Context: an optimization exercise on an open-source flow, tuned for small area, a short achievable clock period and few clock cycles. The choices shown serve that exercise and are no tape-out recipe. At most, simulation tests tie the RTL to the original design; equivalence was not proved. For run 1, only the layout was checked, not whether the RTL still works. Power and IR drop assume default switching activity.

==> flow/design.v <==
`timescale 1ns/10ps
`timescale 1ns/10ps
`timescale 1ns/10ps
`timescale 1ns/10ps
`timescale 1ns/10ps
module ttt_main (
    input  logic                                reset,
    input  logic                                clock_fast,
    output logic [2:0]                          stage,
    input  logic [4-1:0]        processor_id_in,
    output logic [4-1:0]        processor_id_out,
    input  logic [4-1:0]     good_tokens_in,
    input  logic [4-1:0]     bad_tokens_in,
    output logic [1:0]                          token_startstop,
    output logic                                output_valid,
    input  logic [4:0]                          instruction,
    input  logic [6-1:0]        connection_id_in,
    input  logic [8-1:0]           prog_data
);
    localparam int NP = 10;
    localparam int NC = 50;
    localparam int NH = NC / 2;          
    localparam int NG = (NH + 3) / 4;    
    logic signed [7:0] g_cnt [NP];
    logic signed [7:0] b_cnt [NP];
    logic signed [7:0] g_thr [NP];
    logic signed [7:0] b_thr [NP];
    logic [NP-1:0]     act;
    logic [5:0]        first [NP+1];
    logic [3:0]        tgt_mem [2][NH];
    logic [7:0]        wt_mem [2][NH];
    logic        x_add;
    logic        x_gthr;
    logic        x_bthr;
    logic        x_upd;
    logic        x_first;
    logic        x_tgt;
    logic        x_wt;
    logic [NP:0] x_hit;       
    logic [5:0]  x_cid;
    logic [7:0]  x_data;
    logic        x_neg;       
    logic [NP/2-1:0] y_hit;   
    logic [7:0]      y_data;
    logic          busy;        
    logic          r_first;     
    logic [NP-1:0] pend;        
    logic [5:0]    w_idx;       
    logic [5:0]    w_end;       
    logic          w_stop;      
    logic [3:0]    m_lo [2];
    logic [NG-1:0] m_hi [2];
    function automatic logic ge8(input logic [7:0] a, input logic [7:0] b);
        logic [7:0] ua;
        logic [7:0] ub;
        logic r;
        ua = {~a[7], a[6:0]};
        ub = {~b[7], b[6:0]};
        r = 1'b1;
        for (int i = 0; i < 8; i++) r = (ua[i] & ~ub[i]) | ((ua[i] | ~ub[i]) & r);
        ge8 = r;
    endfunction
    logic [NP-1:0] act_now;
    always_comb begin
        for (int i = 0; i < NP; i++)
            act_now[i] = ge8(g_cnt[i], g_thr[i]) && !ge8(b_cnt[i], b_thr[i]);
    end
    logic [NP-1:0] src_pend;
    logic [NP-1:0] src_one;      
    logic          have_src;
    logic [5:0]    w_rem;
    logic          have0;
    logic          have1;
    logic          take1;        
    logic          last_step;
    logic          do_load;
    logic [5:0]    ld_first;
    logic [5:0]    ld_end;
    logic [3:0]    ld_id;
    logic          ld_start;
    assign src_pend  = pend;
    assign have_src  = |src_pend;
    assign w_rem     = w_end - w_idx;
    assign have0     = (w_rem != 6'd0);
    assign have1     = (w_rem[5:1] != 5'd0);
    always_comb begin
        logic [NP-1:0] seen;
        seen = '0;
        for (int i = 0; i < NP; i++) begin
            src_one[i] = src_pend[i] && !seen[i];
            if (i + 1 < NP) seen[i+1] = seen[i] | src_pend[i];
        end
        ld_first = '0;
        ld_end = '0;
        ld_id = '0;
        ld_start = 1'b0;
        for (int i = 0; i < NP; i++) begin
            if (src_one[i]) begin
                ld_first = ld_first | first[i];
                ld_end = ld_end | first[i+1];
                ld_id = ld_id | 4'(i);
                ld_start = ld_start | (r_first ? act_now[i] : act[i]);
            end
        end
    end
    logic [11:0]     rd_bank [2];
    logic [NP/2-1:0] bk_hit [2];     
    logic [1:0]      bk_x;
    logic [1:0]      bk_y;
    logic [7:0]      rd_wt [2];
    logic [NP/2-1:0] rd_hit [2];     
    logic [1:0]      rd_x;           
    logic [1:0]      rd_y;           
    always_comb begin
        for (int b = 0; b < 2; b++) begin
            logic [11:0] grp [NG];
            rd_bank[b] = '0;
            for (int j = 0; j < NG; j++) begin
                grp[j] = '0;
                for (int k = 0; k < 4; k++)
                    if (j * 4 + k < NH)
                        grp[j] = grp[j] | ({12{m_lo[b][k]}} & {tgt_mem[b][j*4+k], wt_mem[b][j*4+k]});
                rd_bank[b] = rd_bank[b] | ({12{m_hi[b][j]}} & grp[j]);
            end
            for (int i = 0; i < NP / 2; i++) bk_hit[b][i] = (rd_bank[b][10:8] == 3'(i));
            bk_x[b] = (|bk_hit[b]) && !rd_bank[b][11];
            bk_y[b] = (|bk_hit[b]) && rd_bank[b][11];
        end
        rd_wt[0]  = w_idx[0] ? rd_bank[1][7:0] : rd_bank[0][7:0];
        rd_wt[1]  = w_idx[0] ? rd_bank[0][7:0] : rd_bank[1][7:0];
        rd_hit[0] = w_idx[0] ? bk_hit[1] : bk_hit[0];
        rd_hit[1] = w_idx[0] ? bk_hit[0] : bk_hit[1];
        rd_x = w_idx[0] ? {bk_x[0], bk_x[1]} : bk_x;
        rd_y = w_idx[0] ? {bk_y[0], bk_y[1]} : bk_y;
    end
    logic pair_ok;
    assign pair_ok = !(bk_x[0] && bk_x[1]) && !(bk_y[0] && bk_y[1]);
    assign take1 = have1 && pair_ok;
    assign last_step = (w_rem[5:1] == 5'd0) || ((w_rem == 6'd2) && take1);
    assign do_load = have_src && last_step;
    logic [NP-1:0] true_chg;
    logic [NP-1:0] true_one;
    logic          guess_ok;
    always_comb begin
        logic [NP-1:0] seen;
        true_chg = act_now ^ act;
        seen = '0;
        for (int i = 0; i < NP; i++) begin
            true_one[i] = true_chg[i] && !seen[i];
            if (i + 1 < NP) seen[i+1] = seen[i] | true_chg[i];
        end
        guess_ok = (true_one == src_one);
    end
    function automatic logic signed [7:0] sat_add(input logic signed [7:0] c,
                                                  input logic signed [3:0] a);
        logic [4:0] lo;
        logic [3:0] hi_inc;
        logic [3:0] hi_dec;
        logic [3:0] hi;
        logic       ovf;
        lo = {1'b0, c[3:0]} + {1'b0, a};
        hi_inc = c[7:4] + 4'd1;
        hi_dec = c[7:4] - 4'd1;
        if (!a[3]) begin
            hi = lo[4] ? hi_inc : c[7:4];
            ovf = lo[4] && (c[7:4] == 4'b0111);
        end else begin
            hi = lo[4] ? c[7:4] : hi_dec;
            ovf = !lo[4] && (c[7:4] == 4'b1000);
        end
        sat_add = ovf ? (a[3] ? 8'sh80 : 8'sh7f) : {hi, lo[3:0]};
    endfunction
    logic signed [7:0] sel_g [2];
    logic signed [7:0] sel_b [2];
    logic signed [3:0] amt_g [2];
    logic signed [3:0] amt_b [2];
    logic signed [7:0] res_g [2];    
    logic signed [7:0] res_b [2];
    always_comb begin
        sel_g[0] = '0;
        sel_b[0] = '0;
        sel_g[1] = '0;
        sel_b[1] = '0;
        for (int i = 0; i < NP / 2; i++) begin
            sel_g[0] = sel_g[0] | ({8{x_hit[i]}} & g_cnt[i]);
            sel_b[0] = sel_b[0] | ({8{x_hit[i]}} & b_cnt[i]);
            sel_g[1] = sel_g[1] | ({8{y_hit[i]}} & g_cnt[NP/2+i]);
            sel_b[1] = sel_b[1] | ({8{y_hit[i]}} & b_cnt[NP/2+i]);
        end
        amt_g[0] = x_neg ? (4'd0 - x_data[7:4]) : x_data[7:4];
        amt_b[0] = x_neg ? (4'd0 - x_data[3:0]) : x_data[3:0];
        amt_g[1] = x_neg ? (4'd0 - y_data[7:4]) : y_data[7:4];
        amt_b[1] = x_neg ? (4'd0 - y_data[3:0]) : y_data[3:0];
        for (int l = 0; l < 2; l++) begin
            res_g[l] = sat_add(sel_g[l], amt_g[l]);
            res_b[l] = sat_add(sel_b[l], amt_b[l]);
        end
    end
    logic is_adv;
    logic [NP:0] in_hit;
    assign is_adv = !instruction[4] && (instruction[2:0] == 3'b010);
    always_comb begin
        for (int i = 0; i <= NP; i++) in_hit[i] = (processor_id_in == 4'(i));
    end
    always_ff @(posedge clock_fast) begin
        if (reset) begin
            busy <= 1'b0;
            r_first <= 1'b0;
            pend <= '0;
            w_idx <= '0;
            w_end <= '0;
            w_stop <= 1'b0;
            output_valid <= 1'b0;
            x_add <= 1'b0;
            x_gthr <= 1'b0;
            x_bthr <= 1'b0;
            x_upd <= 1'b0;
            x_first <= 1'b0;
            x_tgt <= 1'b0;
            x_wt <= 1'b0;
            y_hit <= '0;
        end else begin
            output_valid <= 1'b0;
            x_add <= 1'b0;
            x_gthr <= 1'b0;
            x_bthr <= 1'b0;
            x_upd <= 1'b0;
            x_first <= 1'b0;
            x_tgt <= 1'b0;
            x_wt <= 1'b0;
            y_hit <= '0;
            if (!busy) begin
                x_hit <= in_hit;
                x_cid <= connection_id_in;
                x_data <= prog_data;
                y_data <= prog_data;
                x_neg <= 1'b0;
                case (instruction[4:3])
                    2'b11: begin
                        x_first <= (instruction[2:0] == 3'b001);
                        x_tgt <= (instruction[2:0] == 3'b010);
                        x_wt <= (instruction[2:0] == 3'b011);
                    end
                    2'b10: begin
                        x_gthr <= (instruction[2:0] == 3'b001);
                        x_bthr <= (instruction[2:0] == 3'b010);
                        if (instruction[2:0] == 3'b100) begin
                            x_add <= |in_hit[NP/2-1:0];
                            y_hit <= in_hit[NP-1:NP/2];
                        end
                        x_upd <= (instruction[2:0] == 3'b101);
                    end
                    default: begin
                        if (instruction[2:0] == 3'b001) begin
                            x_add <= |in_hit[NP/2-1:0];
                            y_hit <= in_hit[NP-1:NP/2];
                            x_data <= {good_tokens_in, bad_tokens_in};
                            y_data <= {good_tokens_in, bad_tokens_in};
                        end
                    end
                endcase
                if (is_adv) begin
                    busy <= 1'b1;
                    r_first <= 1'b1;
                    pend <= act_now ^ act;
                end
            end else if (r_first) begin
                r_first <= 1'b0;
                if (do_load) begin
                    w_idx <= ld_first;
                    w_end <= guess_ok ? ld_end : ld_first;
                    w_stop <= !ld_start;
                    processor_id_out <= ld_id;
                    token_startstop <= {ld_start, !ld_start};
                end
                output_valid <= do_load && guess_ok;
                pend <= guess_ok ? (true_chg & ~true_one) : true_chg;
                if (true_chg == '0) busy <= 1'b0;
            end else begin
                if (have0) begin
                    x_add <= rd_x[0] || (take1 && rd_x[1]);
                    x_hit <= {6'd0, rd_x[0] ? rd_hit[0] : rd_hit[1]};
                    x_data <= rd_x[0] ? rd_wt[0] : rd_wt[1];
                    x_neg <= w_stop;
                    y_hit <= rd_y[0] ? rd_hit[0] : (take1 && rd_y[1] ? rd_hit[1] : '0);
                    y_data <= rd_y[0] ? rd_wt[0] : rd_wt[1];
                    w_idx <= take1 ? w_idx + 6'd2 : w_idx + 6'd1;
                end
                if (do_load) begin
                    w_idx <= ld_first;
                    w_end <= ld_end;
                    w_stop <= !ld_start;
                    output_valid <= 1'b1;
                    processor_id_out <= ld_id;
                    token_startstop <= {ld_start, !ld_start};
                    pend <= src_pend & ~src_one;
                end
                if (!have_src && last_step) busy <= 1'b0;
            end
        end
    end
    always_ff @(posedge clock_fast) begin
        if (busy && do_load) begin
            logic [3:0]    lo;
            logic [NG-1:0] hi;
            for (int k = 0; k < 4; k++) lo[k] = (ld_first[2:1] == 2'(k));
            for (int j = 0; j < NG; j++) hi[j] = (ld_first[5:3] == 3'(j));
            m_lo[1] <= lo;
            m_hi[1] <= hi;
            if (ld_first[0]) begin
                m_lo[0] <= {lo[2:0], lo[3]};
                m_hi[0] <= lo[3] ? {hi[NG-2:0], 1'b0} : hi;
            end else begin
                m_lo[0] <= lo;
                m_hi[0] <= hi;
            end
        end else if (busy && !r_first && have0) begin
            for (int b = 0; b < 2; b++) begin
                if (take1 || (w_idx[0] == 1'(b))) begin
                    m_lo[b] <= {m_lo[b][2:0], m_lo[b][3]};
                    if (m_lo[b][3]) m_hi[b] <= {m_hi[b][NG-2:0], 1'b0};
                end
            end
        end
    end
    logic [7:0]  wd_thr;
    logic [5:0]  wd_first;
    assign wd_thr = reset ? 8'(1) : x_data;
    assign wd_first = reset ? 6'd0 : x_data[5:0];
    always_ff @(posedge clock_fast) begin
        for (int i = 0; i < NP; i++) begin
            if (reset || (i < NP / 2 ? (x_add && x_hit[i]) : y_hit[i % (NP / 2)])) begin
                g_cnt[i] <= reset ? 8'd0 : res_g[i / (NP / 2)];
                b_cnt[i] <= reset ? 8'd0 : res_b[i / (NP / 2)];
            end
            if (reset || (x_gthr && x_hit[i])) g_thr[i] <= wd_thr;
            if (reset || (x_bthr && x_hit[i])) b_thr[i] <= wd_thr;
            if (reset || r_first || (x_upd && x_hit[i])) act[i] <= !reset && act_now[i];
        end
        for (int i = 0; i <= NP; i++)
            if (reset || (x_first && x_hit[i])) first[i] <= wd_first;
    end
    logic [3:0] tgt_code;
    always_comb begin
        if (x_data[3:0] < 4'd5) tgt_code = x_data[3:0];
        else if (x_data[3:0] < 4'd10) tgt_code = {1'b1, 3'(x_data[3:0] - 4'd5)};
        else tgt_code = 4'd7;
    end
    always_ff @(posedge clock_fast) begin
        for (int i = 0; i < NC; i++) begin
            if (x_tgt && x_cid == 6'(i)) tgt_mem[i % 2][i / 2] <= tgt_code;
            if (x_wt && x_cid == 6'(i)) wt_mem[i % 2][i / 2] <= x_data;
        end
    end
    assign stage = {2'b00, busy};
endmodule
==> flow/run.sh <==
#!/bin/bash
# synth_recipe.tcl (not shown) runs the flow's synth.tcl, then flattens the netlist and writes it again
# the make line also repeats each setting of config.mk as NAME=value (left out here)
make -C /OpenROAD-flow-scripts/flow DESIGN_CONFIG=/design/flow/config.mk WORK_HOME=/design/flow/orfs CLKGATE_MAP_FILE= SYNTH_SCRIPT=/design/flow/synth_recipe.tcl finish
==> flow/config.mk <==
export PLATFORM = sky130hd
export DESIGN_NAME = ttt_main
export DESIGN_NICKNAME = ttt_main
export VERILOG_FILES = /design/flow/design.v
export SDC_FILE = /design/flow/constraint.sdc
export NUM_CORES = 4
export LEC_CHECK = 0
export ABC_CLOCK_PERIOD_IN_PS = 3000
export CAP_MARGIN = 30
export CORE_MARGIN = 2
export CORE_UTILIZATION = 40
export CTS_BUF_LIST = sky130_fd_sc_hd__clkbuf_16
export CTS_CLUSTER_DIAMETER = 60
export CTS_CLUSTER_SIZE = 20
export SETUP_SLACK_MARGIN = 3.0
export SLEW_MARGIN = 20
==> flow/constraint.sdc <==
create_clock -name core_clock -period 6.5 [get_ports {clock_fast}]
set_input_delay 1.3000 -clock core_clock [delete_from_list [all_inputs] [get_ports {clock_fast}]]
set_output_delay 1.3000 -clock core_clock [all_outputs]
set_load 0.01 [all_outputs]
==> results of run 1 <==
-- sequential cells by signal, indices dropped and copies added, names as in the netlist, 2 cells and up --
register	flops
act	10
b_cnt	80
b_thr	80
first	66
g_cnt	80
g_thr	80
m_hi	14
m_lo	8
pend	10
processor_id_out	4
tgt_mem	200
token_startstop	2
w_end	6
w_idx	6
wt_mem	400
x_cid	6
x_data	8
x_hit	11
y_data	8
y_hit	5
-- per-stage QoR --
step | hold WS [ps] | cells | cell area, sq um | setup WS (ps)
after floorplan | 432 | 3445 | 47100 | 2950
after global placement | 473 | 4888 | 49100 | 1710
after detailed placement | 478 | 4892 | 49200 | 1630
after CTS | 489 | 5133 | 53600 | 2960
after global routing | 504 | 5184 | 54600 | 2780
final | 491 | 5184 | 54600 | 2890
-- layout by cell type (no fill, tap or decap), types with 39 or more instances in the layout --
master / instances
nand2_1: 334
nand3_1: 45
clkdlybuf4s50_1: 39
a22oi_1: 370
a21o_1: 72
clkbuf_16: 96
nand2b_1: 54
nor2b_1: 59
nor2_1: 214
edfxtp_1: 1058
inv_1: 163
a222oi_1: 62
a21oi_1: 57
buf_4: 151
o21ai_0: 50
-- metal layers --
metal / vias to the layer above / global-route usage, %
met5: - / 0
met4: 0 / 6.51
met3: 204 / 4.12
met2: 1303 / 32.8
met1: 15200 / 28.9
li1: 13800 / -
-- logic make-up (layout without fill, tap and decap cells) --
kind of cell	count (synthesis)	count (layout)	share of synthesized area (%)
flip-flops	1096	1096	69.1
AO/OA/AOI/OAI	939	941	15.1
AND/OR/NAND/NOR	916	917	9.20
buffers and inverters	338	550	2.91
adder cells (fa/ha/maj)	83	83	2.10
XOR/XNOR	39	39	0.814
multiplexers	32	32	0.702
other	1	2	0.00797
-- cell type report --
| type | count | share of cell area (%) |
|---|---|---|
| tap | 1524 | 3.49 |
| multi-input combinational | 2014 | 26.1 |
| timing repair buffer | 224 | 3.82 |
| clock buffer | 93 | 4.26 |
| clock inverter | 73 | 1.57 |
| sequential | 1096 | 59.6 |
| inverter | 160 | 1.10 |
-- worst max path at each step --
| stage | from | end | depth (start not counted) |
|---|---|---|---|
| floorplan | x_data[1]$_DFFE_PP_ | b_cnt[0][7]$_DFFE_PP_ | 13 |
| global placement | m_lo[1][0]$_DFFE_PP_ | m_hi[1][5]$_DFFE_PP_ | 11 |
| detailed placement | m_lo[1][0]$_DFFE_PP_ | m_hi[1][1]$_DFFE_PP_ | 11 |
| CTS | b_cnt[0][5]$_DFFE_PP_ | pend[8]$_SDFFE_PP0P_ | 12 |
| global route | b_thr[2][2]$_DFFE_PP_ | pend[7]$_SDFFE_PP0P_ | 13 |
| finish | g_cnt[1][5]$_DFFE_PP_ | pend[8]$_SDFFE_PP0P_ | 11 |
-- power by group --
| part | internal (mW) | leakage (nW) | switching (mW) |
|---|---|---|---|
| Combinational | 1.76 | 7.05 | 2.91 |
| Clock | 2.88 | 1.55 | 2.91 |
| Sequential | 8.86 | 10.3 | 0.443 |
-- worst max-delay path, stage by stage, from the launching register on --
cell and delay [ps]:
edfxtp_1 430, nand2b_1 170, maj3_1 340, a21boi_0 170, o2bb2ai_4 220, and3b_2 290, or4b_4 590, and4bb_4 400
a21oi_4 100, o211a_4 270, a311o_1 300, a221oi_2 250
-- repair_timing --
action | 4_1_cts | 5_1_grt
pin swaps | 37 | 40
resized for setup | 129 | 122
endpoints found under the setup margin | 227 | 232
buffers inserted | 74 | 43
gates cloned | 1 | 5
==> metrics.yaml, run 1 <==
detailed_routing:
  met2WireLength_mm: 59.8
  routed.top_layer: "met4"
  drc: 0
  wirelength_mm: 129
  met1_length_mm: 54.8
  num_vias: 30500
  wl_met3_mm: 10.7
  detail-route-antenna-nets: 0
  first_pass_iters: 9
  drt-initial-drc-count: 3408
  wire_per_inst_microns: 24.9
  via_per_inst: 5.88
hold_path:
  min_from: "w_stop$_SDFFE_PP0P_"
  hp-class: "register to register"
  hold_depth: 2
  holdPathEnd: "w_stop$_SDFFE_PP0P_"
floorplanning:
  fp-row-count: 125
  io_pins: 43
  initial_core_util_pct: 40.4
  coreArea_sq_mm: 0.116
  dieHeight_microns: 347
  chipWidth_microns: 347
  die-area_sq_mm: 0.120
synth:
  synth_area_sq_mm: 0.0471
  synth_common_cells: "1058 x edfxtp_1, 376 x a22oi_1, 337 x nand2_1"
  synth_edf_count: 1058
  async_reset_ff_share_pct: 0
  synth_warnings: 22
  ys_ff_latch: 1096
  yosysMostFrequentCell: "edfxtp_1"
  netlist.area_leader.share_pct: 67.5
  syn_avg_cell_area_sq_um: 13.7
  yosysTopAreaCell: "edfxtp_1"
  netlist_instances: 3444
  ys.flop_type: "edfxtp_1"
  ys_types: 110
  ys_seq_area_share_pct: 69.1
  synth.area.top_cells: "edfxtp_1 68%, a22oi_1 6.0%, nand2_1 2.7%"
setup_path:
  crit_arrival_ps: 4210
  worstSetupPathType: "register to register"
  r2r.worst_path.cells: 11
  crit-reg2reg-launch: "g_cnt[1][5]$_DFFE_PP_"
  reg2reg_slack_ps: 2890
  startpoint_type: "register"
  path_max_fanout: 5
  crit_required_ps: 7100
  rr_endpoint: "pend[8]$_SDFFE_PP0P_"
  crit_path_end_kind: "register"
sta:
  slew_viol_final: 0
  period_share_pct: 55.5
  finalSetupViolCount: 0
  tns_ps: 0
  clock-skew-final_ps: 41.9
  relSlewSlack_pct: 27.8
  hold_violations: 0
  rsz0062_at_grt: "true"
  clock.fmax_mhz: 277
  min_period_ps: 3610
  worstMarginPinSlew_ps: 1080
placement:
  dp_hpwl_mm: 83.6
  port_buffers: 40
  gp_congestion: 0.869
clocking:
  clkSinkCount: 1096
  clk_pin_slew_ps: 70
  cts-root-buf: "clkbuf_16"
  worst_skew_pair.late_latency_ps: 700
  clockBufferDepth: 3
  cts-htree-levels: 3
  cts-hold-fix-buffers: 0
  cts_tree: "yes"
  numCtsBuffers: 92
grt:
  grt_max_degree: 58
  antenna_found_initial: 1
  overflow: 0
  grt_pass1_vias: 29300
  grt_pass1_wl_mm: 188
  track_usage_pct: 20.8
power_and_ir_drop:
  ir_drop_v: 0.000234
  power_density_mw_per_mm2: 362
  leakagePower_nw: 18.9
  total_power_mw: 19.8
run:
  drv_cap: 0
run_status:
  status: "timing/DRC/antenna clean"
layout:
  post-route-util_pct: 46.9
  drive_gt1_share_pct: 15.6
  area_delta_synth_final_pct: 16.0
  fill_cells: 10100
  n_antenna_cell: 0
  multi_input_area_sq_mm: 0.0143
  seqCellArea_sq_mm: 0.0325
  final_nets: 3665
==> run 2, diff against run 1 <==
--- a/flow/design.v
+++ b/flow/design.v
@@ -43,6 +43,7 @@
     logic [NP/2-1:0] y_hit;   
     logic [7:0]      y_data;
     logic          busy;        
+    logic          busy_o;      
     logic          r_first;     
     logic [NP-1:0] pend;        
     logic [5:0]    w_idx;       
@@ -99,11 +100,11 @@
                 ld_first = ld_first | first[i];
                 ld_end = ld_end | first[i+1];
                 ld_id = ld_id | 4'(i);
-                ld_start = ld_start | (r_first ? act_now[i] : act[i]);
+                ld_start = ld_start | act[i];
             end
         end
     end
-    logic [11:0]     rd_bank [2];
+    logic [13:0]     rd_bank [2];    
     logic [NP/2-1:0] bk_hit [2];     
     logic [1:0]      bk_x;
     logic [1:0]      bk_y;
@@ -113,18 +114,25 @@
     logic [1:0]      rd_y;           
     always_comb begin
         for (int b = 0; b < 2; b++) begin
-            logic [11:0] grp [NG];
+            logic [13:0] grp [NG];
             rd_bank[b] = '0;
             for (int j = 0; j < NG; j++) begin
                 grp[j] = '0;
-                for (int k = 0; k < 4; k++)
-                    if (j * 4 + k < NH)
-                        grp[j] = grp[j] | ({12{m_lo[b][k]}} & {tgt_mem[b][j*4+k], wt_mem[b][j*4+k]});
-                rd_bank[b] = rd_bank[b] | ({12{m_hi[b][j]}} & grp[j]);
+                for (int k = 0; k < 4; k++) begin
+                    if (j * 4 + k < NH) begin
+                        logic [3:0] t;
+                        logic       v;
+                        t = tgt_mem[b][j*4+k];
+                        v = !(t[2] && (t[1] || t[0]));
+                        grp[j] = grp[j] | ({14{m_lo[b][k]}} &
+                                           {v && !t[3], v && t[3], t, wt_mem[b][j*4+k]});
+                    end
+                end
+                rd_bank[b] = rd_bank[b] | ({14{m_hi[b][j]}} & grp[j]);
             end
             for (int i = 0; i < NP / 2; i++) bk_hit[b][i] = (rd_bank[b][10:8] == 3'(i));
-            bk_x[b] = (|bk_hit[b]) && !rd_bank[b][11];
-            bk_y[b] = (|bk_hit[b]) && rd_bank[b][11];
+            bk_x[b] = rd_bank[b][13];
+            bk_y[b] = rd_bank[b][12];
         end
         rd_wt[0]  = w_idx[0] ? rd_bank[1][7:0] : rd_bank[0][7:0];
         rd_wt[1]  = w_idx[0] ? rd_bank[0][7:0] : rd_bank[1][7:0];
@@ -138,19 +146,6 @@
     assign take1 = have1 && pair_ok;
     assign last_step = (w_rem[5:1] == 5'd0) || ((w_rem == 6'd2) && take1);
     assign do_load = have_src && last_step;
-    logic [NP-1:0] true_chg;
-    logic [NP-1:0] true_one;
-    logic          guess_ok;
-    always_comb begin
-        logic [NP-1:0] seen;
-        true_chg = act_now ^ act;
-        seen = '0;
-        for (int i = 0; i < NP; i++) begin
-            true_one[i] = true_chg[i] && !seen[i];
-            if (i + 1 < NP) seen[i+1] = seen[i] | true_chg[i];
-        end
-        guess_ok = (true_one == src_one);
-    end
     function automatic logic signed [7:0] sat_add(input logic signed [7:0] c,
                                                   input logic signed [3:0] a);
         logic [4:0] lo;
@@ -262,20 +257,11 @@
                 if (is_adv) begin
                     busy <= 1'b1;
                     r_first <= 1'b1;
-                    pend <= act_now ^ act;
                 end
             end else if (r_first) begin
                 r_first <= 1'b0;
-                if (do_load) begin
-                    w_idx <= ld_first;
-                    w_end <= guess_ok ? ld_end : ld_first;
-                    w_stop <= !ld_start;
-                    processor_id_out <= ld_id;
-                    token_startstop <= {ld_start, !ld_start};
-                end
-                output_valid <= do_load && guess_ok;
-                pend <= guess_ok ? (true_chg & ~true_one) : true_chg;
-                if (true_chg == '0) busy <= 1'b0;
+                pend <= act_now ^ act;
+                if (act_now == act) busy <= 1'b0;
             end else begin
                 if (have0) begin
                     x_add <= rd_x[0] || (take1 && rd_x[1]);
@@ -300,7 +286,7 @@
         end
     end
     always_ff @(posedge clock_fast) begin
-        if (busy && do_load) begin
+        if (busy && !r_first && do_load) begin
             logic [3:0]    lo;
             logic [NG-1:0] hi;
             for (int k = 0; k < 4; k++) lo[k] = (ld_first[2:1] == 2'(k));
@@ -352,5 +338,11 @@
             if (x_wt && x_cid == 6'(i)) wt_mem[i % 2][i / 2] <= x_data;
         end
     end
-    assign stage = {2'b00, busy};
+    always_ff @(posedge clock_fast) begin
+        if (reset) busy_o <= 1'b0;
+        else if (!busy) busy_o <= is_adv;
+        else if (r_first) busy_o <= (act_now != act);
+        else if (!have_src && last_step) busy_o <= 1'b0;
+    end
+    assign stage = {2'b00, busy_o};
 endmodule
==> run 2 against run 1 <==
Net effect: still clean; flip-flop and latch count increased by 1; synthesized area is 0.81% lower; die area fell by 0.80%; critical path depth rose by 1; non-clock buffer count shrank 69; critical endpoint is now g_cnt[1][7]$_DFFE_PP_; largest cell class unchanged; highest routed layer unchanged.
==> metrics.yaml, run 2 <==
run_status:
  status: "timing/DRC/antenna clean"  # unchanged
synth:
  syn_avg_cell_area_sq_um: 13.5  # was 13.7 sq um
  synth_area_sq_mm: 0.0467  # was 0.0471 sq mm
  netlist_instances: 3459  # was 3444
  synth_common_cells: "1058 x edfxtp_1, 311 x a22oi_1, 303 x nand2_1"  # was 1058 x edfxtp_1, 376 x a22oi_1, 337 x nand2_1
  synth_edf_count: 1058  # unchanged
  ys_seq_area_share_pct: 69.7  # was 69.1%
  yosysTopAreaCell: "edfxtp_1"  # unchanged
  ys_ff_latch: 1097  # was 1096
  async_reset_ff_share_pct: 0  # unchanged
  netlist.area_leader.share_pct: 68.1  # was 67.5%
  yosysMostFrequentCell: "edfxtp_1"  # unchanged
  ys_types: 89  # was 110
  synth_warnings: 22  # unchanged
  synth.area.top_cells: "edfxtp_1 68%, a22oi_1 5.0%, nand2_1 2.4%"  # was edfxtp_1 68%, a22oi_1 6.0%, nand2_1 2.7%
  ys.flop_type: "edfxtp_1"  # unchanged
sta:
  clock-skew-final_ps: 33.0  # was 41.9 ps
  tns_ps: 0  # unchanged
  period_share_pct: 53.1  # was 55.5%
  worstMarginPinSlew_ps: 1130  # was 1080 ps
  clock.fmax_mhz: 290  # was 277 MHz
  slew_viol_final: 0  # unchanged
  relSlewSlack_pct: 24.9  # was 27.8%
  rsz0062_at_grt: "true"  # unchanged
  hold_violations: 0  # unchanged
  setup_slack_ps: 3050  # was 2890 ps
  finalSetupViolCount: 0  # unchanged
  min_period_ps: 3450  # was 3610 ps
setup_path:
  path_max_fanout: 11  # was 5
  critical_path.top_delay_family: "compound AO/OA/AOI/OAI gates"  # was simple AND/OR/NAND/NOR gates
  startpoint_type: "register"  # unchanged
  critPathMaxStageDelay_ps: 470  # was 590 ps
  worstSetupPathType: "register to register"  # unchanged
  cp_num_buf_inv: 1  # was 0
  slowest_stage: "a222oi_1"  # was or4b_4
  crit_required_ps: 6860  # was 7100 ps
  crit_path_end_kind: "register"  # unchanged
  cp_cell_sequence: "buf_12 > a222oi_1 > nand2_1 > ha_2 > fa_2 > a21o_1 > a21oi_2 > nor2_2 > nor4b_1 > a31oi_1 > mux2i_1 > nor3_4"  # was nand2b_1 > maj3_1 > a21boi_0 > o2bb2ai_4 > and3b_2 > or4b_4 > and4bb_4 > a21oi_4 > o211a_4 > a311o_1 > a221oi_2
  crit_arrival_ps: 3810  # was 4210 ps
layout:
  layout_common_cells: "1058 x edfxtp_1, 311 x a22oi_1, 302 x nand2_1"  # was 1058 x edfxtp_1, 370 x a22oi_1, 334 x nand2_1
  final_common_cell: "edfxtp_1"  # unchanged
  area_delta_synth_final_pct: 12.8  # was 16.0%
  largest_register: "wt_mem"  # unchanged
  fill_cells: 10200  # was 10100
  seqCellArea_sq_mm: 0.0326  # was 0.0325 sq mm
  final_nets: 3610  # was 3665
  drive_gt1_share_pct: 10.3  # was 15.6%
  multi_input_area_sq_mm: 0.0132  # was 0.0143 sq mm
  largest_register_ffs: 400  # unchanged
  reg_top3: "wt_mem (400), tgt_mem (200)"  # unchanged
grt:
  overflow: 0  # unchanged
  track_usage_pct: 20.4  # was 20.8%
  grt_pass1_vias: 28900  # was 29300
  grt_max_degree: 64  # was 58
  antenna_found_initial: 1  # unchanged
  grt_pass1_wl_mm: 185  # was 188 mm
clocking:
  clkSinkCount: 1097  # was 1096
  cts-hold-fix-buffers: 0  # unchanged
  cts-htree-levels: 3  # unchanged
  numCtsBuffers: 84  # was 92
  clockBufferDepth: 3  # unchanged
  worst_skew_pair.late_latency_ps: 690  # was 700 ps
  clk_pin_slew_ps: 80  # was 70 ps
  cts_tree: "yes"  # unchanged
  cts-root-buf: "clkbuf_16"  # unchanged
detailed_routing:
  num_vias: 30100  # was 30500
  detail-route-antenna-nets: 0  # unchanged
  first_pass_iters: 8  # was 9
  via_per_inst: 5.88  # about the same
  wire_per_inst_microns: 24.6  # was 24.9 microns
  drt-initial-drc-count: 3561  # was 3408
  drc: 0  # unchanged
  wirelength_mm: 126  # was 129 mm
floorplanning:
  coreArea_sq_mm: 0.116  # about the same
  die-area_sq_mm: 0.119  # was 0.120 sq mm
  fp-row-count: 125  # unchanged
  initial_core_util_pct: 40.3  # was 40.4%
  chipWidth_microns: 346  # was 347 microns
  io_pins: 43  # unchanged
  dieHeight_microns: 346  # was 347 microns
placement:
  gp_congestion: 0.843  # was 0.869
  dpl_worst_slack_ps: 1470  # was 1630 ps
  port_buffers: 40  # unchanged
  dp_hpwl_mm: 81.9  # was 83.6 mm
hold_path:
  hp-class: "register to register"  # unchanged
run:
  drv_cap: 0  # unchanged
power_and_ir_drop:
  power_density_mw_per_mm2: 297  # was 362 mW/mm^2
  leakagePower_nw: 17.9  # was 18.9 nW
  ir_drop_v: 0.000245  # was 0.000234 V
run 2: logic make-up (layout without fill, tap and decap cells):
| logic type | Yosys count | after routing | share of synthesized area (%) |
|---|---|---|---|
| other cells | 1 | 3 | 0.00803 |
| simple gates | 899 | 899 | 9.14 |
| xor+xnor | 38 | 38 | 0.713 |
| fa+ha+maj | 101 | 101 | 2.48 |
| compound gates | 929 | 929 | 14.2 |
| buf+inv | 365 | 496 | 3.05 |
| mux | 29 | 29 | 0.635 |
| flops | 1097 | 1097 | 69.7 |
run 2: through the flow:
| stage | power [mW] | util, % | instances | hold slack [ps] | cell area (sq um) |
|---|---|---|---|---|---|
| finish | 15.6 | 45.4 | 5116 | 480 | 52600 |
| global route | 16.2 | 45.4 | 5115 | 534 | 52600 |
| CTS | 15.6 | 44.9 | 5087 | 481 | 52000 |
| detailed placement | 10.3 | 42.2 | 4921 | 460 | 48900 |
| global placement | 10.3 | 42.1 | 4914 | 448 | 48800 |
| floorplan | 9.67 | - | 3460 | 432 | 46700 |
run 2: layout make-up:
cell class                      instances  share of cell area (%)
Clock buffer                           87                    4.14
Clock inverter                         57                    1.12
Sequential cell                      1097                    61.9
Inverter                              197                    1.41
Timing Repair Buffer                  155                    2.84
Antenna cell                            1                 0.00476
Tap cell                             1524                    3.62
Multi-Input combinational cell       1998                    25.0
run 2: timing repair:
action                                 CTS  global route
setup endpoints to repair              225           205
resized for setup                       50            67
pin swaps                                6            15
cloned                                   0             5
buffers inserted                        22            21
endpoints found under the hold margin    0             0
run 2: power breakdown:
group	switching, mW	internal [mW]	leakage, nW
Combinational	1.14	0.569	6.24
Sequential	0.254	8.36	10.3
Clock	2.69	2.63	1.36
Total	4.09	11.6	17.9
run 2: layer usage:
layer  vias to the layer above  routed length, microns  track usage [%]
li1                      13500                       -                -
met1                     15200                   56300             30.0
met2                      1154                   57800             31.6
met3                       162                    9080             2.97
met4                         0                    2910             5.85
met5                         -                       0                0
run 2: worst reg2reg max path, delay by kind of cell (launching register included):
family | cells | cell delay [ps]
multiplexers | 1 | 360
AO/OA/AOI/OAI | 4 | 1060
AND/OR/NAND/NOR | 4 | 460
adder cells (fa/ha/maj) | 2 | 600
flip-flops | 1 | 450
buffers and inverters | 1 | 180
run 2: path summary, 6_finish.rpt:
| kind | depth (start not counted) | end | from | slack [ps] |
|---|---|---|---|---|
| worst max-delay path | 12 | g_cnt[1][7]$_DFFE_PP_ | x_hit[0]$_DFFE_PP_ | 3050 |
| worst min-delay path | 2 | w_stop$_SDFFE_PP0P_ | w_stop$_SDFFE_PP0P_ | 480 |
| worst max register to register | 12 | g_cnt[1][7]$_DFFE_PP_ | x_hit[0]$_DFFE_PP_ | 3050 |
| worst min register to register | 2 | w_stop$_SDFFE_PP0P_ | w_stop$_SDFFE_PP0P_ | 480 |
Testbench counts of run 2, summed over its fixed seeds: cycles 4,393.
==> run 3, diff against run 2 <==
--- a/flow/config.mk
+++ b/flow/config.mk
@@ -12,5 +12,5 @@
 export CTS_BUF_LIST = sky130_fd_sc_hd__clkbuf_16
 export CTS_CLUSTER_DIAMETER = 60
 export CTS_CLUSTER_SIZE = 20
-export SETUP_SLACK_MARGIN = 3.0
+export SETUP_SLACK_MARGIN = 3.6
 export SLEW_MARGIN = 20
==> run 3 against run 2 <==
Net effect: final cell count up 2.8%; global-route usage is 0.80 points higher; synthesized cell count did not move; synthesized area did not move; clock skew increased by 2.9 ps; clock power up 2%; design area grew 5.8%; critical endpoint is now w_idx[0]$_SDFFE_PP0P_; largest cell class unchanged; largest power group unchanged; highest routed layer unchanged.
==> metrics.yaml, run 3 <==
run_status:
  status: "timing/DRC/antenna clean"  # unchanged
grt:
  grt_pass1_wl_mm: 192  # was 185 mm
  antenna_found_initial: 4  # was 1
  track_usage_pct: 21.2  # was 20.4%
  overflow: 0  # unchanged
  grt_pass1_vias: 30100  # was 28900
  grt_max_degree: 58  # was 64
sta:
  clock.fmax_mhz: 312  # was 290 MHz
  hold_violations: 0  # unchanged
  whs_ps: 511  # was 480 ps
  slew_viol_final: 0  # unchanged
  finalSetupViolCount: 0  # unchanged
  worstMarginPinSlew_ps: 967  # was 1130 ps
  min_period_ps: 3200  # was 3450 ps
  period_share_pct: 49.3  # was 53.1%
  relSlewSlack_pct: 35.4  # was 24.9%
  tns_ps: 0  # unchanged
  clock-skew-final_ps: 35.9  # was 33.0 ps
  rsz0062_at_grt: "true"  # unchanged
clocking:
  worst_skew_pair.late_latency_ps: 680  # was 690 ps
  cts_tree: "yes"  # unchanged
  clockBufferDepth: 3  # unchanged
  clk_pin_slew_ps: 80  # about the same
  numCtsBuffers: 84  # unchanged
  cts-root-buf: "clkbuf_16"  # unchanged
  cts-htree-levels: 3  # unchanged
  clkSinkCount: 1097  # unchanged
synth:
  ys_types: 89  # unchanged
  synth.area.top_cells: "edfxtp_1 68%, a22oi_1 5.0%, nand2_1 2.4%"  # unchanged
  netlist_instances: 3459  # unchanged
  syn_avg_cell_area_sq_um: 13.5  # unchanged
  yosysTopAreaCell: "edfxtp_1"  # unchanged
  yosysMostFrequentCell: "edfxtp_1"  # unchanged
  synth_warnings: 22  # unchanged
  ys_seq_area_share_pct: 69.7  # unchanged
  netlist.area_leader.share_pct: 68.1  # unchanged
  ys_ff_latch: 1097  # unchanged
  ys.flop_type: "edfxtp_1"  # unchanged
  synth_common_cells: "1058 x edfxtp_1, 311 x a22oi_1, 303 x nand2_1"  # unchanged
  synth_edf_count: 1058  # unchanged
  synth_area_sq_mm: 0.0467  # unchanged
  async_reset_ff_share_pct: 0  # unchanged
detailed_routing:
  first_pass_iters: 6  # was 8
  wirelength_mm: 132  # was 126 mm
  num_vias: 31100  # was 30100
  detail-route-antenna-nets: 0  # unchanged
  drt-initial-drc-count: 3832  # was 3561
  wire_per_inst_microns: 25.1  # was 24.6 microns
  via_per_inst: 5.92  # was 5.88
  drc: 0  # unchanged
setup_path:
  crit_arrival_ps: 3780  # was 3810 ps
  r2r.worst_path.cells: 15  # was 12
  worstSetupPathType: "register to register"  # unchanged
  crit_required_ps: 7070  # was 6860 ps
  path_max_fanout: 6  # was 11
  crit_path_end_kind: "register"  # unchanged
  startpoint_type: "register"  # unchanged
power_and_ir_drop:
  power_density_mw_per_mm2: 288  # was 297 mW/mm^2
  leakagePower_nw: 19.1  # was 17.9 nW
  ir_drop_v: 0.000250  # was 0.000245 V
floorplanning:
  initial_core_util_pct: 40.3  # unchanged
  coreArea_sq_mm: 0.116  # unchanged
  die-area_sq_mm: 0.119  # unchanged
  chipWidth_microns: 346  # unchanged
  io_pins: 43  # unchanged
  fp-row-count: 125  # unchanged
  dieHeight_microns: 346  # unchanged
placement:
  gp_congestion: 0.861  # was 0.843
  dp.cells: 4914  # was 4921
  port_buffers: 40  # unchanged
  dp_hpwl_mm: 82.8  # was 81.9 mm
layout:
  final_common_cell: "edfxtp_1"  # unchanged
  final_nets: 3741  # was 3610
  drive_gt1_share_pct: 18.8  # was 10.3%
  largest_register_ffs: 400  # unchanged
  instances_no_fill: 5259  # was 5116
  layout_common_cells: "1058 x edfxtp_1, 310 x a22oi_1, 283 x nand2_1"  # was 1058 x edfxtp_1, 311 x a22oi_1, 302 x nand2_1
  area_delta_synth_final_pct: 19.3  # was 12.8%
  reg_top3: "wt_mem (400), tgt_mem (200)"  # unchanged
  largest_register: "wt_mem"  # unchanged
run:
  drv_cap: 0  # unchanged
hold_path:
  hold_depth: 2  # unchanged
  hp-class: "register to register"  # unchanged
-- run 3: logic make-up (layout without fill, tap and decap cells) --
family	Yosys count	count (layout)	synth area share [%]
and+or+nand+nor	899	899	9.14
xor gates and xnor gates	38	38	0.713
AOI/OAI and AO/OA	929	929	14.2
muxes	29	29	0.635
DFF	1097	1097	69.7
buffers and inverters	365	637	3.05
adders and majority gates	101	101	2.48
other	1	5	0.00803
-- run 3: power by group --
group | internal [mW] | switching [mW] | leakage, nW | total, mW
Sequential | 8.36 | 0.259 | 10.3 | 8.62
Clock | 2.67 | 2.73 | 1.44 | 5.40
Combinational | 0.743 | 1.29 | 7.34 | 2.03
-- run 3: worst paths after layout --
| path | start | to | slack (ps) |
|---|---|---|---|
| min reg2reg | w_stop$_SDFFE_PP0P_ | w_stop$_SDFFE_PP0P_ | 510 |
| min | w_stop$_SDFFE_PP0P_ | w_stop$_SDFFE_PP0P_ | 510 |
| max | m_lo[1][0]$_DFFE_PP_ | w_idx[0]$_SDFFE_PP0P_ | 3300 |
| max reg2reg | m_lo[1][0]$_DFFE_PP_ | w_idx[0]$_SDFFE_PP0P_ | 3300 |
-- run 3: critical path, cell delays in order, from the launching register on --
cell	delay (ps)
edfxtp_1	430
buf_6	160
buf_12	120
and2_4	120
a32oi_1	160
a31oi_1	140
nor4_2	190
nor4b_4	230
buf_4	200
o21ai_4	80
o32ai_4	360
nor2b_4	270
buf_6	170
buf_12	130
nor3_2	40
nor4_1	290
-- run 3: what timing repair did --
item                                   4_1_cts  5_1_grt
setup endpoints to repair                  328      527
hold buffers                                 0        0
gates resized for setup                    283      190
endpoints found under the hold margin        0        0
pin swaps                                   89       84
setup buffers                              126       48
cloned                                       9        3
-- run 3: through the flow --
stage | area (sq um) | worst slack (ps) | utilization, % | power [mW]
6_report | 55700 | 3300 | 48.1 | 16.0
5_1_grt | 55700 | 3180 | 48.1 | 16.5
4_1_cts | 54300 | 3310 | 46.9 | 16.0
3_5_place_dp | 49100 | 2020 | 42.4 | 10.4
3_3_place_gp | 49100 | 2020 | 42.3 | 10.4
2_1_floorplan | 47000 | 3350 | - | 9.76
-- run 3: area by class of cell --
cell class | instances | area [sq um]
sequential | 1097 | 32600
fill | 9856 | 60200
inverter | 197 | 752
multi-input combinational | 1998 | 14600
clock inverter | 66 | 634
clock buffer | 88 | 2200
antenna | 3 | 7.51
timing repair buffer | 286 | 2990
tap | 1524 | 1910
-- run 3: per-layer routing --
layer	GRT usage, %	part of all wire (%)
met5	0	0
met2	34.1	47
met1	30.6	44
met3	2.65	7.0
met4	5.56	2.3
==> run 4, diff against run 3 <==
--- a/flow/config.mk
+++ b/flow/config.mk
@@ -12,5 +12,5 @@
 export CTS_BUF_LIST = sky130_fd_sc_hd__clkbuf_16
 export CTS_CLUSTER_DIAMETER = 60
 export CTS_CLUSTER_SIZE = 20
-export SETUP_SLACK_MARGIN = 3.6
+export SETUP_SLACK_MARGIN = 3.3
 export SLEW_MARGIN = 20
==> run 4 against run 3 <==
Net effect: still clean; critical path depth decreased by 3; routed wire length decreased by 2.9%; final cell count decreased by 1.3%; clock skew increased by 9.2 ps; non-clock buffer count decreased by 61; sequential share of layout area increased by 1.8 points; synthesized area unchanged; first-iteration DRC count decreased by 9.7%; die area unchanged; count of clock-buffer cells in the layout decreased by 1; fmax decreased by 2.0%; critical path type unchanged.
==> metrics.yaml, run 4 <==
run_status:
  status: "timing/DRC/antenna clean"  # unchanged
clocking:
  clkSinkCount: 1097  # unchanged
  cts-root-buf: "clkbuf_16"  # unchanged
  clockBufferDepth: 3  # unchanged
  cts-hold-fix-buffers: 0  # unchanged
  worst_skew_pair.late_latency_ps: 690  # was 680 ps
  numCtsBuffers: 84  # unchanged
  cts-htree-levels: 3  # unchanged
  clk_pin_slew_ps: 80  # about the same
  cts_tree: "yes"  # unchanged
detailed_routing:
  wire_per_inst_microns: 24.7  # was 25.1 microns
  wirelength_mm: 128  # was 132 mm
  drt-initial-drc-count: 3461  # was 3832
  first_pass_iters: 6  # unchanged
  drc: 0  # unchanged
  num_vias: 30500  # was 31100
  detail-route-antenna-nets: 0  # unchanged
  via_per_inst: 5.87  # was 5.92
synth:
  netlist.area_leader.share_pct: 68.1  # unchanged
  yosysMostFrequentCell: "edfxtp_1"  # unchanged
  synth_edf_count: 1058  # unchanged
  ys_types: 89  # unchanged
  synth.area.top_cells: "edfxtp_1 68%, a22oi_1 5.0%, nand2_1 2.4%"  # unchanged
  ys_seq_area_share_pct: 69.7  # unchanged
  synth_area_sq_mm: 0.0467  # unchanged
  netlist_instances: 3459  # unchanged
  synth_common_cells: "1058 x edfxtp_1, 311 x a22oi_1, 303 x nand2_1"  # unchanged
  yosysTopAreaCell: "edfxtp_1"  # unchanged
  syn_avg_cell_area_sq_um: 13.5  # unchanged
  async_reset_ff_share_pct: 0  # unchanged
  ys_ff_latch: 1097  # unchanged
  ys.flop_type: "edfxtp_1"  # unchanged
  synth_warnings: 22  # unchanged
layout:
  final_common_cell: "edfxtp_1"  # unchanged
  n_antenna_cell: 0  # was 3
  largest_register: "wt_mem"  # unchanged
  post-route-util_pct: 46.6  # was 48.1%
  reg_top3: "wt_mem (400), tgt_mem (200)"  # unchanged
  area_delta_synth_final_pct: 15.7  # was 19.3%
  largest_register_ffs: 400  # unchanged
  layout_common_cells: "1058 x edfxtp_1, 311 x a22oi_1, 296 x nand2_1"  # was 1058 x edfxtp_1, 310 x a22oi_1, 283 x nand2_1
  final_nets: 3680  # was 3741
  drive_gt1_share_pct: 14.5  # was 18.8%
  fin_area_sq_mm: 0.0540  # was 0.0557 sq mm
sta:
  worstMarginPinSlew_ps: 944  # was 967 ps
  hold_violations: 0  # unchanged
  rsz0062_at_grt: "true"  # unchanged
  relSlewSlack_pct: 36.9  # was 35.4%
  period_share_pct: 50.3  # was 49.3%
  clock-skew-final_ps: 45.0  # was 35.9 ps
  whs_ps: 491  # was 511 ps
  slew_viol_final: 0  # unchanged
  finalSetupViolCount: 0  # unchanged
  min_period_ps: 3270  # was 3200 ps
  tns_ps: 0  # unchanged
  clock.fmax_mhz: 306  # was 312 MHz
floorplanning:
  dieHeight_microns: 346  # unchanged
  coreArea_sq_mm: 0.116  # unchanged
  initial_core_util_pct: 40.3  # unchanged
  io_pins: 43  # unchanged
  chipWidth_microns: 346  # unchanged
  fp-row-count: 125  # unchanged
  die-area_sq_mm: 0.119  # unchanged
run:
  drv_cap: 0  # unchanged
setup_path:
  worstSetupPathType: "register to register"  # unchanged
  startpoint_type: "register"  # unchanged
  crit-reg2reg-launch: "m_lo[0][0]$_DFFE_PP_"  # was m_lo[1][0]$_DFFE_PP_
  cp-startpoint: "m_lo[0][0]$_DFFE_PP_"  # was m_lo[1][0]$_DFFE_PP_
  path_max_fanout: 7  # was 6
  crit_path_end_kind: "register"  # unchanged
  crit_required_ps: 6850  # was 7070 ps
  reg2reg_slack_ps: 3230  # was 3300 ps
  crit_arrival_ps: 3620  # was 3780 ps
placement:
  port_buffers: 40  # unchanged
  gp_congestion: 0.851  # was 0.861
  placed_area_sq_mm: 0.0489  # was 0.0491 sq mm
  dp_hpwl_mm: 83.2  # was 82.8 mm
power_and_ir_drop:
  p_int_mw: 11.7  # was 11.8 mW
  p_sw_share_pct: 26.0  # was 26.7%
  total_power_mw: 15.8  # was 16.0 mW
  leakagePower_nw: 18.5  # was 19.1 nW
  power_density_mw_per_mm2: 292  # was 288 mW/mm^2
  p_comb_share_pct: 11.6  # was 12.6%
  clkPwrFrac_pct: 33.7  # about the same
  power.switching_mw: 4.10  # was 4.28 mW
  seqPwrFrac_pct: 54.6  # was 53.7%
  ir_drop_v: 0.000246  # was 0.000250 V
grt:
  overflow: 0  # unchanged
  grt_pass1_wl_mm: 187  # was 192 mm
  grt_max_degree: 57  # was 58
  grt_pass1_vias: 29200  # was 30100
  antenna_found_initial: 0  # was 4
  track_usage_pct: 20.7  # was 21.2%
hold_path:
  hp-class: "register to register"  # unchanged
  min_from: "w_stop$_SDFFE_PP0P_"  # unchanged
run 4: per-stage QoR:
| step | setup slack (ps) | std cells |
|---|---|---|
| finish | 3230 | 5192 |
| global route | 3120 | 5192 |
| CTS | 3270 | 5126 |
| detailed placement | 1550 | 4921 |
| global placement | 1550 | 4915 |
| floorplan | 3240 | 3460 |
run 4: worst max-delay path, stage by stage, from the launching register on:
cell and delay, ps:
edfxtp_1 530, buf_4 200, and2_4 130, a32oi_2 160, a31oi_2 130, nor4_4 350
and4_4 300, o21ai_4 80, o32ai_4 330, buf_6 150, nand2b_4 100, a31oi_4 210
nor2b_4 280
run 4: area by class of cell:
class | instances | area [sq um]
multi-input combinational | 1998 | 13700
timing repair buffer | 225 | 2270
clock buffer | 87 | 2180
tap | 1524 | 1910
fill | 10100 | 61900
clock inverter | 64 | 612
inverter | 197 | 739
sequential | 1097 | 32600
run 4: power groups by stage:
stage	logic [mW]	registers [mW]	clock network (mW)
floorplan	0.984	8.71	0
global placement	1.55	8.77	0
detailed placement	1.58	8.77	0
CTS	1.70	8.61	5.41
global route	2.00	8.65	5.66
finish	1.84	8.61	5.32
run 4: cells by family (layout without fill, tap and decap cells):
kind of cell             after synthesis  count (layout)  share of synthesized area [%]
AO/OA/AOI/OAI                        929             929                           14.2
flip-flops                          1097            1097                           69.7
XOR/XNOR                              38              38                          0.713
AND/OR/NAND/NOR                      899             899                           9.14
other                                  1               2                        0.00803
adder cells (fa/ha/maj)              101             101                           2.48
multiplexers                          29              29                          0.635
buffers and inverters                365             573                           3.05
run 4: what timing repair did:
item,4_1_cts,5_1_grt
setup buffers,52,57
resized for setup,114,139
endpoints found under the setup margin,262,242
pin swaps,32,60
gates cloned,2,8
run 4: worst paths after layout:
check,to,cells after the start
worst min register to register,w_stop$_SDFFE_PP0P_,2
worst max register to register,m_hi[0][0]$_SDFFCE_PN0P_,12
worst max-delay path,m_hi[0][0]$_SDFFCE_PN0P_,12
worst min-delay path,w_stop$_SDFFE_PP0P_,2
run 4: per-layer routing:
| layer | routed length, microns | GRT usage, % | share of wire, % |
|---|---|---|---|
| met5 | 0 | 0 | 0 |
| met4 | 2940 | 5.43 | 2.3 |
| met3 | 9920 | 3.23 | 7.7 |
| met2 | 59300 | 32.3 | 46 |
| met1 | 55900 | 30.0 | 44 |
==> run 5, diff against run 4 <==
--- a/flow/config.mk
+++ b/flow/config.mk
@@ -10,7 +10,7 @@
 export CORE_MARGIN = 2
 export CORE_UTILIZATION = 40
 export CTS_BUF_LIST = sky130_fd_sc_hd__clkbuf_16
-export CTS_CLUSTER_DIAMETER = 60
-export CTS_CLUSTER_SIZE = 20
+export CTS_CLUSTER_DIAMETER = 75
+export CTS_CLUSTER_SIZE = 28
 export SETUP_SLACK_MARGIN = 3.3
 export SLEW_MARGIN = 20
==> run 5 against run 4 <==
Net effect: utilization shrank 1.1 points; power shrank 8.1%; critical endpoint is now g_cnt[1][7]$_DFFE_PP_; clock power shrank 23%; largest cell class unchanged; critical path depth grew 1; fmax grew 0.98%; first-iteration DRC count shrank 0.98%; still clean on timing, DRC and antenna.
==> metrics.yaml, run 5 <==
run_status:
  status: "timing/DRC/antenna clean"  # unchanged
synth:
  synth_area_sq_mm: 0.0467  # unchanged
  ys.flop_type: "edfxtp_1"  # unchanged
  yosysTopAreaCell: "edfxtp_1"  # unchanged
  async_reset_ff_share_pct: 0  # unchanged
  synth.area.top_cells: "edfxtp_1 68%, a22oi_1 5.0%, nand2_1 2.4%"  # unchanged
  synth_warnings: 22  # unchanged
  ys_types: 89  # unchanged
  ys_seq_area_share_pct: 69.7  # unchanged
  synth_common_cells: "1058 x edfxtp_1, 311 x a22oi_1, 303 x nand2_1"  # unchanged
  yosysMostFrequentCell: "edfxtp_1"  # unchanged
  netlist_instances: 3459  # unchanged
  ys_ff_latch: 1097  # unchanged
  netlist.area_leader.share_pct: 68.1  # unchanged
  syn_avg_cell_area_sq_um: 13.5  # unchanged
  synth_edf_count: 1058  # unchanged
sta:
  clock-skew-final_ps: 30.1  # was 45.0 ps
  rsz0062_at_grt: "true"  # unchanged
  slew_viol_final: 0  # unchanged
  clock.fmax_mhz: 309  # was 306 MHz
  worstMarginPinSlew_ps: 984  # was 944 ps
  min_period_ps: 3240  # was 3270 ps
  whs_ps: 499  # was 491 ps
  finalSetupViolCount: 0  # unchanged
  hold_violations: 0  # unchanged
  relSlewSlack_pct: 34.3  # was 36.9%
  tns_ps: 0  # unchanged
  period_share_pct: 49.8  # was 50.3%
setup_path:
  crit_path_end_kind: "register"  # unchanged
  reg2reg_slack_ps: 3260  # was 3230 ps
  path_max_fanout: 6  # was 7
  crit_required_ps: 6930  # was 6850 ps
  r2r.worst_path.cells: 13  # was 12
  critical_path.top_delay_family: "compound AO/OA/AOI/OAI gates"  # was simple AND/OR/NAND/NOR gates
  startpoint_type: "register"  # unchanged
  critPathMaxStageDelay_ps: 450  # was 530 ps
  cp_cell_sequence: "buf_12 > a222oi_1 > nand2_1 > ha_2 > fa_2 > a21o_1 > a21oi_2 > nor2_4 > nor4b_4 > a31oi_1 > mux2i_1 > nor3_2 > buf_4"  # was buf_4 > and2_4 > a32oi_2 > a31oi_2 > nor4_4 > and4_4 > o21ai_4 > o32ai_4 > buf_6 > nand2b_4 > a31oi_4 > nor2b_4
  rr_endpoint: "g_cnt[1][7]$_DFFE_PP_"  # was m_hi[0][0]$_SDFFCE_PN0P_
  slowest_stage: "edfxtp_1"  # unchanged
  cp_num_buf_inv: 2  # unchanged
  worstSetupPathType: "register to register"  # unchanged
  crit-reg2reg-launch: "x_hit[0]$_DFFE_PP_"  # was m_lo[0][0]$_DFFE_PP_
  crit_arrival_ps: 3670  # was 3620 ps
floorplanning:
  io_pins: 43  # unchanged
  chipWidth_microns: 346  # unchanged
  initial_core_util_pct: 40.3  # unchanged
  coreArea_sq_mm: 0.116  # unchanged
  dieHeight_microns: 346  # unchanged
  die-area_sq_mm: 0.119  # unchanged
  fp-row-count: 125  # unchanged
detailed_routing:
  detail-route-antenna-nets: 0  # unchanged
  first_pass_iters: 8  # was 6
  via_per_inst: 5.91  # was 5.87
  wirelength_mm: 127  # was 128 mm
  drt-initial-drc-count: 3427  # was 3461
  wire_per_inst_microns: 24.8  # was 24.7 microns
  drc: 0  # unchanged
  num_vias: 30300  # was 30500
layout:
  fin_area_sq_mm: 0.0527  # was 0.0540 sq mm
  instances_no_fill: 5124  # was 5192
  largest_register: "wt_mem"  # unchanged
  fill_cells: 10300  # was 10100
  n_antenna_cell: 0  # unchanged
  final_nets: 3633  # was 3680
  largest_register_ffs: 400  # unchanged
  layout_common_cells: "1058 x edfxtp_1, 310 x a22oi_1, 299 x nand2_1"  # was 1058 x edfxtp_1, 311 x a22oi_1, 296 x nand2_1
  area_delta_synth_final_pct: 12.9  # was 15.7%
  drive_gt1_share_pct: 12.3  # was 14.5%
  final_common_cell: "edfxtp_1"  # unchanged
  reg_top3: "wt_mem (400), tgt_mem (200)"  # unchanged
power_and_ir_drop:
  p_sw_share_pct: 26.3  # was 26.0%
  ir_drop_v: 0.000214  # was 0.000246 V
  clkPwrFrac_pct: 28.2  # was 33.7%
  p_comb_share_pct: 12.4  # was 11.6%
  leakagePower_nw: 17.9  # was 18.5 nW
  power.switching_mw: 3.81  # was 4.10 mW
  power_density_mw_per_mm2: 275  # was 292 mW/mm^2
  total_power_mw: 14.5  # was 15.8 mW
  p_int_mw: 10.7  # was 11.7 mW
  seqPwrFrac_pct: 59.4  # was 54.6%
clocking:
  clockBufferDepth: 3  # unchanged
  cts-hold-fix-buffers: 0  # unchanged
  cts-htree-levels: 2  # was 3
  numCtsBuffers: 53  # was 84
  cts-root-buf: "clkbuf_16"  # unchanged
  cts_tree: "yes"  # unchanged
  clkSinkCount: 1097  # unchanged
  worst_skew_pair.late_latency_ps: 680  # was 690 ps
  clk_pin_slew_ps: 100  # was 80 ps
grt:
  track_usage_pct: 20.4  # was 20.7%
  overflow: 0  # unchanged
  antenna_found_initial: 2  # was 0
  grt_pass1_wl_mm: 186  # was 187 mm
  grt_pass1_vias: 28800  # was 29200
  grt_max_degree: 57  # unchanged
hold_path:
  min_from: "w_stop$_SDFFE_PP0P_"  # unchanged
  hp-class: "register to register"  # unchanged
  holdPathEnd: "w_stop$_SDFFE_PP0P_"  # unchanged
  hold_depth: 2  # unchanged
run:
  drv_cap: 0  # unchanged
placement:
  dp.cells: 4921  # unchanged
  gp_congestion: 0.851  # unchanged
  port_buffers: 40  # unchanged
  placed_area_sq_mm: 0.0489  # unchanged
  dp_hpwl_mm: 83.2  # unchanged
[run 5: changes by cell type in the layout (fill, tap and decap cells not counted), moves of 3 or more]
cell,before,now
buf_4,134,127
buf_6,21,16
clkbuf_16,94,58
clkinv_1,8,3
clkinv_2,9,1
clkinv_4,6,3
clkinvlp_4,5,2
inv_1,194,207
inv_16,0,4
inv_6,17,6
inv_8,8,4
mux2_4,3,0
nand2_1,296,299
nand2_2,5,2
[run 5: layout make-up]
type	instances	area [sq um]	share of cell area [%]
inverters	197	743	1.41
well taps	1524	1910	3.62
flip-flops and latches	1097	32600	61.8
multi-input cells	1998	13600	25.8
repair buffers	209	2080	3.95
clock inverters	45	442	0.838
clock buffers	54	1350	2.56
[run 5: cell families (layout without fill, tap and decap cells)]
logic type	after synthesis	in the layout	share of synthesized area, %
compound gates	929	929	14.2
xor+xnor	38	38	0.713
fa+ha+maj	101	101	2.48
buf+inv	365	505	3.05
flops	1097	1097	69.7
mux	29	29	0.635
other cells	1	2	0.00803
simple gates	899	899	9.14
[run 5: stage by stage]
stage | utilization (%) | setup WS (ps)
after floorplan | - | 3240
after global placement | 42.2 | 1550
after detailed placement | 42.2 | 1550
after CTS | 44.6 | 3250
after global routing | 45.5 | 3160
final | 45.5 | 3260
[run 5: layer usage]
metal,up-vias,part of all wire (%),global-route usage [%],wire length (microns)
met5,-,0,0,0
li1,13500,-,-,-
met1,15300,44,30.1,55900
met4,0,2.1,4.40,2630
met2,1246,47,32.5,59500
met3,158,7.2,2.58,9210
[run 5: power by group through the flow]
stage                     logic [mW]  registers [mW]  clock network, mW
after global placement          1.55            8.77                  0
after CTS                       1.68            8.61               4.15
after global routing            1.96            8.65               4.36
after detailed placement        1.58            8.77                  0
final                           1.80            8.61               4.09
after floorplan                0.984            8.71                  0
[run 5: tightest hold or removal path, stage by stage, from the launching register on]
cell     delay, ps
dfxtp_1        340
nand2_1         60
a21oi_1         50
[run 5: worst max-delay path by stage]
stage                     depth (start not counted)                    end                 start  slack, ps
final                                            13  g_cnt[1][7]$_DFFE_PP_    x_hit[0]$_DFFE_PP_       3260
after global routing                             13   m_hi[0][5]$_DFFE_PP_  m_lo[1][0]$_DFFE_PP_       3160
after CTS                                        12   m_hi[0][3]$_DFFE_PP_  m_lo[1][0]$_DFFE_PP_       3250
after detailed placement                         11  w_idx[0]$_SDFFE_PP0P_  m_lo[1][1]$_DFFE_PP_       1550
after global placement                           11  w_idx[0]$_SDFFE_PP0P_  m_lo[1][1]$_DFFE_PP_       1550
after floorplan                                  11  b_cnt[0][7]$_DFFE_PP_   x_data[1]$_DFFE_PP_       3240
[run 5: what timing repair did]
| action | 4_1_cts | 5_1_grt |
|---|---|---|
| buffers inserted | 55 | 41 |
| gates resized for setup | 115 | 107 |
| cloned | 3 | 4 |
| pin swaps | 27 | 52 |
| setup endpoints to repair | 262 | 234 |
| hold endpoints to repair | 0 | 0 |
==> run 6, diff against run 5 <==
--- a/flow/config.mk
+++ b/flow/config.mk
@@ -10,7 +10,7 @@
 export CORE_MARGIN = 2
 export CORE_UTILIZATION = 40
 export CTS_BUF_LIST = sky130_fd_sc_hd__clkbuf_16
-export CTS_CLUSTER_DIAMETER = 75
-export CTS_CLUSTER_SIZE = 28
+export CTS_CLUSTER_DIAMETER = 70
+export CTS_CLUSTER_SIZE = 25
 export SETUP_SLACK_MARGIN = 3.3
 export SLEW_MARGIN = 20
==> run 6 against run 5 <==
Net effect: fmax grew 1.6%; still clean on timing, DRC and antenna; combinational power is essentially flat; global-route usage increased by 0.070 points.
==> metrics.yaml, run 6 <==
synth:
  netlist.area_leader.share_pct: 68.1  # unchanged
  synth.area.top_cells: "edfxtp_1 68%, a22oi_1 5.0%, nand2_1 2.4%"  # unchanged
  syn_avg_cell_area_sq_um: 13.5  # unchanged
  ys.flop_type: "edfxtp_1"  # unchanged
  synth_area_sq_mm: 0.0467  # unchanged
  async_reset_ff_share_pct: 0  # unchanged
  ys_types: 89  # unchanged
  ys_seq_area_share_pct: 69.7  # unchanged
  synth_edf_count: 1058  # unchanged
  yosysTopAreaCell: "edfxtp_1"  # unchanged
  yosysMostFrequentCell: "edfxtp_1"  # unchanged
  netlist_instances: 3459  # unchanged
hold_path:
  hp-class: "register to register"  # unchanged
  min_from: "w_stop$_SDFFE_PP0P_"  # unchanged
floorplanning:
  io_pins: 43  # unchanged
  dieHeight_microns: 346  # unchanged
  initial_core_util_pct: 40.3  # unchanged
  fp-row-count: 125  # unchanged
  die-area_sq_mm: 0.119  # unchanged
  coreArea_sq_mm: 0.116  # unchanged
setup_path:
  path_max_fanout: 5  # was 6
  startpoint_type: "register"  # unchanged
  crit_path_end_kind: "register"  # unchanged
  cp-startpoint: "y_hit[0]$_SDFF_PP0_"  # was x_hit[0]$_DFFE_PP_
  worstSetupPathType: "register to register"  # unchanged
  crit_required_ps: 6950  # was 6930 ps
  crit-reg2reg-launch: "y_hit[0]$_SDFF_PP0_"  # was x_hit[0]$_DFFE_PP_
sta:
  rsz0062_at_grt: "true"  # unchanged
  period_share_pct: 49.0  # was 49.8%
  worstMarginPinSlew_ps: 962  # was 984 ps
  clock.fmax_mhz: 314  # was 309 MHz
  hold_violations: 0  # unchanged
  relSlewSlack_pct: 35.7  # was 34.3%
  clock-skew-final_ps: 35.8  # was 30.1 ps
layout:
  largest_register_ffs: 400  # unchanged
  area_delta_synth_final_pct: 13.4  # was 12.9%
  largest_register: "wt_mem"  # unchanged
  drive_gt1_share_pct: 12.7  # was 12.3%
  final_common_cell: "edfxtp_1"  # unchanged
  n_antenna_cell: 0  # unchanged
  reg_top3: "wt_mem (400), tgt_mem (200)"  # unchanged
  final_nets: 3649  # was 3633
  instances_no_fill: 5134  # was 5124
  layout_common_cells: "1058 x edfxtp_1, 311 x a22oi_1, 299 x nand2_1"  # was 1058 x edfxtp_1, 310 x a22oi_1, 299 x nand2_1
detailed_routing:
  via_per_inst: 5.91  # about the same
  drt-initial-drc-count: 3476  # was 3427
  first_pass_iters: 8  # unchanged
  wire_per_inst_microns: 24.9  # was 24.8 microns
  num_vias: 30300  # about the same
  wirelength_mm: 128  # was 127 mm
  drc: 0  # unchanged
power_and_ir_drop:
  ir_drop_v: 0.000212  # was 0.000214 V
  leakagePower_nw: 18.0  # was 17.9 nW
  power_density_mw_per_mm2: 275  # about the same
placement:
  dp_hpwl_mm: 83.2  # unchanged
  port_buffers: 40  # unchanged
  dp.cells: 4921  # unchanged
  gp_congestion: 0.851  # unchanged
grt:
  grt_pass1_wl_mm: 187  # was 186 mm
  grt_pass1_vias: 29000  # was 28800
  grt_max_degree: 57  # unchanged
  track_usage_pct: 20.5  # was 20.4%
  overflow: 0  # unchanged
run:
  drv_cap: 0  # unchanged
clocking:
  clkSinkCount: 1097  # unchanged
  worst_skew_pair.late_latency_ps: 700  # was 680 ps
  cts-root-buf: "clkbuf_16"  # unchanged
  cts-htree-levels: 2  # unchanged
  numCtsBuffers: 57  # was 53
  clk_pin_slew_ps: 100  # about the same
run_status:
  status: "timing/DRC/antenna clean"  # unchanged
-- run 6: cells by family after synthesis --
family                     count (synthesis)  synth area share, %
DFF                                     1097                 69.7
muxes                                     29                0.635
adders and majority gates                101                 2.48
buffers and inverters                    365                 3.05
and+or+nand+nor                          899                 9.14
other                                      1              0.00803
AOI/OAI and AO/OA                        929                 14.2
xor gates and xnor gates                  38                0.713
-- run 6: stage by stage --
stage	cell area (sq um)	utilization, %	power [mW]	hold slack (ps)	worst slack [ps]
global placement	48900	42.2	10.3	482	1550
global route	52900	45.7	15.1	524	3180
floorplan	46700	-	9.69	432	3240
detailed placement	48900	42.2	10.3	477	1550
finish	52900	45.7	14.6	500	3310
CTS	51900	44.8	14.5	492	3250
-- run 6: repair_timing --
action,CTS,global route
setup endpoints to repair,262,235
resized for setup,123,110
gates cloned,4,6
pin swaps,30,52
buffers inserted,55,50
hold buffers,0,0
-- run 6: path summary, 6_finish.rpt --
check	end	slack [ps]	cells past startpoint
worst max-delay path	b_cnt[7][7]$_DFFE_PP_	3310	13
worst min register to register	w_stop$_SDFFE_PP0P_	500	2
worst max register to register	b_cnt[7][7]$_DFFE_PP_	3310	13
worst min-delay path	w_stop$_SDFFE_PP0P_	500	2
-- run 6: power by group --
part           internal, mW  leakage [nW]  switching (mW)  total [mW]
logic                 0.624          6.76            1.16        1.78
clock network          1.82         0.943            2.37        4.18
registers              8.36          10.3           0.254        8.61
total                  10.8          18.0            3.78        14.6
-- run 6: routing by layer --
metal	GRT usage, %	wire length, microns	up-vias
met3	2.75	9160	181
met5	0	0	-
met1	30.0	56200	15400
met2	32.5	59800	1183
met4	4.73	2820	0
li1	-	-	13600
-- run 6: critical path, stage by stage, from the launching register on --
cell	delay, ps
dfxtp_4	370
buf_12	140
a222oi_1	420
nand2_1	170
ha_4	200
fa_2	330
a21o_1	200
a21o_1	210
nor2_2	120
and2_4	170
a32oi_2	110
xor2_1	210
a211oi_2	90
buf_4	190
-- run 6: area by class of cell --
class	instances	area (sq um)
Sequential cell	1097	32600
Multi-Input combinational cell	1998	13600
Clock inverter	37	380
Tap cell	1524	1910
Fill cell	10200	63000
Inverter	197	743
Clock buffer	60	1500
Timing Repair Buffer	221	2220

Setup slack of run 6, layout unchanged: 3.313 ns with ideal ports, 3.312 ns with driving cells assumed (clock clkbuf_16, inputs buf_2), 2.701 ns with port delays also shifted by the 0.753 ns mid clock arrival.
